Context: an optimization exercise on an open-source flow, tuned for small area, a short achievable clock period and few clock cycles per item. The choices shown serve that exercise and are no tape-out recipe. In this exercise RTL edits were held to simulation tests only and were not proved equivalent to the original.

## job 2850
==> flow/design.v <==
`default_nettype none
package wqe_fetch_pkg;
    localparam int WQE_WIDTH  = 512;
    localparam int WQE_BYTES  = WQE_WIDTH / 8;
    localparam int ADDR_WIDTH = 32;
    localparam int QPID_LSB   = 328;
    localparam int QPID_WIDTH = 4;
    localparam int QPID_MSB   = QPID_LSB + QPID_WIDTH - 1;
    localparam int PAD_WIDTH  = WQE_WIDTH - QPID_MSB - 1;
    typedef logic [ADDR_WIDTH-1:0] addr_t;
    typedef union packed {
        logic [WQE_WIDTH-1:0] raw;
        struct packed {
            logic [PAD_WIDTH-1:0]  pad;
            logic [QPID_WIDTH-1:0] qpn;
            logic [QPID_LSB-1:0]   body;
        } f;
    } wqe_u;
endpackage
`default_nettype wire
`timescale 1ns/100ps
`default_nettype none
import wqe_fetch_pkg::*;
module wqe_fetch_top
#(
    parameter int MAX_QP   = 16,
    parameter int SQ_DEPTH = 4096,
    parameter int BODY     = 32          
)(
    input  logic                  clk,
    input  logic                  rst_n,
    output logic                  o_fetch_ready,
    input  logic                  i_arbit_val,
    input  logic [QPID_WIDTH-1:0] i_qp_idx,
    input  logic [MAX_QP-1:0]     i_active,
    input  logic [MAX_QP-1:0]     i_wqe_cache_alfull,
    input  logic [ADDR_WIDTH-1:0] i_sq_base,
    output logic [ADDR_WIDTH-1:0] o_axi_araddr,
    output logic                  o_axi_arvalid,
    input  logic                  i_axi_arready,
    input  logic [WQE_WIDTH-1:0]  i_axi_rdata,
    input  logic                  i_axi_rvalid,
    output logic                  o_axi_rready,
    output logic                  o_wqe_cache_wr,
    output logic [WQE_WIDTH-1:0]  o_wqe,
    input  logic [MAX_QP-1:0]     i_wqe_cache_full
);
    localparam int PI_WIDTH = $clog2(SQ_DEPTH);
    localparam int BA       = $clog2(BODY);
    localparam int OFF_LSB  = $clog2(WQE_BYTES);
    localparam int OFF_W    = ADDR_WIDTH - OFF_LSB;
    logic                  g_valid;
    logic [QPID_WIDTH-1:0] g_qp;
    logic [PI_WIDTH-1:0]   sq_pi  [MAX_QP];
    logic [MAX_QP-1:0]     pi_vld;
    logic                  ar_valid;
    logic [OFF_W-1:0]      ar_addr;
    logic                  hd_vld;
    logic [QPID_WIDTH-1:0] hd_qp;
    logic [MAX_QP-1:0]     hd_sel;      
    logic [QPID_WIDTH-1:0] body [BODY];
    logic [BA:0]           bwp;
    logic [BA:0]           brp;
    logic                  req_ok_q;
    logic                  grant;
    logic                  xfer;
    logic                  ar_fire;
    logic                  push;
    logic                  body_empty;
    logic                  body_full;
    logic                  to_head;
    logic [PI_WIDTH-1:0]   cur_pi;
    logic [QPID_WIDTH-1:0] hd_nxt;
    function automatic logic [OFF_W-1:0] prefix_add(input logic [OFF_W-1:0] a,
                                                    input logic [OFF_W-1:0] b);
        logic [OFF_W-1:0] g;
        logic [OFF_W-1:0] p;
        logic [OFF_W-1:0] gg;
        logic [OFF_W-1:0] pp;
        g  = a & b;
        p  = a ^ b;
        gg = g;
        pp = p;
        for (int l = 1; l < OFF_W; l = l * 2)
            for (int i = 0; i < OFF_W; i++)
                if ((i / l) % 2 == 1)
                begin
                    gg[i] = gg[i] | (pp[i] & gg[(i / l) * l - 1]);
                    pp[i] = pp[i] & pp[(i / l) * l - 1];
                end
        prefix_add = p ^ {gg[OFF_W-2:0], 1'b0};
    endfunction
    assign body_empty = (bwp == brp);
    assign body_full  = (bwp == {~brp[BA], brp[BA-1:0]});
    assign xfer          = g_valid & ~body_full & (~ar_valid | i_axi_arready);
    assign o_fetch_ready = req_ok_q & (~g_valid | xfer);
    assign grant         = i_arbit_val & o_fetch_ready;
    assign ar_fire       = ar_valid & i_axi_arready;
    assign cur_pi        = pi_vld[g_qp] ? sq_pi[g_qp] : '0;
    assign to_head       = ~hd_vld | (push & body_empty);
    always_ff @(posedge clk or negedge rst_n)
    begin
        if (!rst_n)
        begin
            g_valid  <= 1'b0;
            pi_vld   <= '0;
            ar_valid <= 1'b0;
            hd_vld   <= 1'b0;
            bwp      <= '0;
            brp      <= '0;
            req_ok_q <= 1'b0;
        end
        else
        begin
            req_ok_q <= (|i_active) & ~(&i_wqe_cache_alfull);
            if (grant)
                g_valid <= 1'b1;
            else if (xfer)
                g_valid <= 1'b0;
            if (xfer)
                pi_vld[g_qp] <= 1'b1;
            if (xfer)
                ar_valid <= 1'b1;
            else if (ar_fire)
                ar_valid <= 1'b0;
            if (xfer)
                hd_vld <= 1'b1;
            else if (push & body_empty)
                hd_vld <= 1'b0;
            if (xfer & ~to_head)
                bwp <= bwp + 1'b1;
            if (push & ~body_empty)
                brp <= brp + 1'b1;
        end
    end
    always_ff @(posedge clk)
    begin
        if (grant)
            g_qp <= i_qp_idx;
        if (xfer)
        begin
            sq_pi[g_qp] <= cur_pi + 1'b1;
            ar_addr <= prefix_add(i_sq_base[ADDR_WIDTH-1:OFF_LSB], OFF_W'({g_qp, cur_pi}));
        end
        if (xfer & ~to_head)
            body[bwp[BA-1:0]] <= g_qp;
        if ((xfer & to_head) | push)
        begin
            hd_qp  <= hd_nxt;
            hd_sel <= MAX_QP'(1) << hd_nxt;
        end
    end
    assign o_axi_arvalid = ar_valid;
    assign o_axi_araddr  = {ar_addr, i_sq_base[OFF_LSB-1:0]};
    assign hd_nxt = (xfer & to_head) ? g_qp : body[brp[BA-1:0]];
    assign o_wqe_cache_wr = i_axi_rvalid & hd_vld;
    assign o_axi_rready   = ~|(i_wqe_cache_full & hd_sel);
    assign push           = o_wqe_cache_wr & o_axi_rready;
    assign o_wqe          = {{PAD_WIDTH{1'b0}}, hd_qp, i_axi_rdata[QPID_LSB-1:0]};
endmodule
`default_nettype wire
Settings: LEC_CHECK=0, CAP_MARGIN=0, CORE_AREA=10 10 410 410, DIE_AREA=0 0 420 420, SETUP_SLACK_MARGIN=4.0, SLEW_MARGIN=0; clock period 8.0 ns.
standard.sh (not shown) runs the stock make flow with config.mk's settings and CLKGATE_MAP_FILE= SYNTH_SCRIPT=/design/flow/synth_recipe.tcl, a recipe that flattens the netlist after the stock synthesis.
==> flow/flow/run.sh <==
#!/bin/bash
# Standard layout with three changes: port buffers are buf_1, constant outputs share
# tie cells through per-port buffers (flow/ties.tcl), and CTS adds no dummy loads.
set -euo pipefail
here=$(pwd)
export BUFFER_PORTS_ARGS="-buffer_cell sky130_fd_sc_hd__buf_1"
export POST_GLOBAL_PLACE_TCL=$here/flow/ties.tcl
export CTS_ARGS="-sink_clustering_enable -repair_clock_nets -dont_use_dummy_load -buf_list {sky130_fd_sc_hd__clkbuf_4 sky130_fd_sc_hd__clkbuf_8} -sink_clustering_size 10 -sink_clustering_max_diameter 50"
bash standard.sh > standard.log 2>&1
Other scripts of this flow, unchanged in this note and not shown: flow/flow/ties.tcl
Testbench counts of job 2850, summed over its fixed seeds: cycles 11,267, items 8,000.
Relative to job 2850, the following input files were edited for job 1463:
--- a/flow/design.v
+++ b/flow/design.v
@@ -55,10 +55,10 @@
     logic [MAX_QP-1:0]     pi_vld;
     logic                  ar_valid;
     logic [OFF_W-1:0]      ar_addr;
     logic                  hd_vld;
+    logic [MAX_QP-1:0]     hd_sel;      
     logic [QPID_WIDTH-1:0] hd_qp;
-    logic [MAX_QP-1:0]     hd_sel;      
     logic [QPID_WIDTH-1:0] body [BODY];
     logic [BA:0]           bwp;
     logic [BA:0]           brp;
     logic                  req_ok_q;
@@ -145,15 +145,21 @@
         if (xfer & ~to_head)
             body[bwp[BA-1:0]] <= g_qp;
         if ((xfer & to_head) | push)
         begin
-            hd_qp  <= hd_nxt;
             hd_sel <= MAX_QP'(1) << hd_nxt;
         end
     end
     assign o_axi_arvalid = ar_valid;
     assign o_axi_araddr  = {ar_addr, i_sq_base[OFF_LSB-1:0]};
     assign hd_nxt = (xfer & to_head) ? g_qp : body[brp[BA-1:0]];
+    always_comb
+    begin
+        hd_qp = '0;
+        for (int q = 0; q < MAX_QP; q++)
+            if (hd_sel[q])
+                hd_qp = hd_qp | QPID_WIDTH'(q);
+    end
     assign o_wqe_cache_wr = i_axi_rvalid & hd_vld;
     assign o_axi_rready   = ~|(i_wqe_cache_full & hd_sel);
     assign push           = o_wqe_cache_wr & o_axi_rready;
     assign o_wqe          = {{PAD_WIDTH{1'b0}}, hd_qp, i_axi_rdata[QPID_LSB-1:0]};
[summary]
Compared with job 2850, in job 1463 buffer count excluding the clock tree in the final layout went up by about 6.6%, worst hold slack fell by 4.4 ps.
Job 1463 ends up with a number of multi-input logic gates that is about 3.3% higher than in job 2850.
Taking job 2850 as the reference, in job 1463 first-pass GRT wire length shows an increase of 21 mm; maximum frequency shows a reduction of about 1.3%; area taken by flip-flops and latches shows a reduction of about 1%; share of final-layout standard cells stronger than drive strength 1 shows an increase of 0.92 points; first-iteration DRC count shows a reduction of 81.
Testbench counts of job 1463, summed over its fixed seeds: cycles 11,267, items 8,000.

afterwards: timing with drivers on the ports:
How much do the figures lean on ideal ports? The routed layouts below were timed once more, with nothing changed but the port constraints.
Step 1 sets driving cells, clkbuf_16 on the clock port and buf_2 on the other inputs (assumed; they add their load-dependent delay and slew).
Step 2 times the ports against the registers' clock, not the clock port: input delays grow and output delays shrink by t, the midpoint of the rising clock arrivals with the driver on.
Slacks: ideal ports / drivers / drivers and shift; pairs: ideal ports / drivers.
run	shift t [ns]	setup WS [ns]	hold slack, ns	slew at the worst register clock pin (ns)	worst slew at a driven data input, ns
job 2850	0.596	3.944 / 3.907 / 3.837	0.455 / 0.455 / 0.455	0.07 / 0.07	0.46
job 1463	0.667	3.891 / 3.814 / 3.616	0.451 / 0.451 / 0.451	0.08 / 0.08	0.47
After both steps every run listed still meets setup and hold. The setup slack of job 1463, which loses most, moves by -0.077 ns with the drivers and by -0.275 ns with both steps.
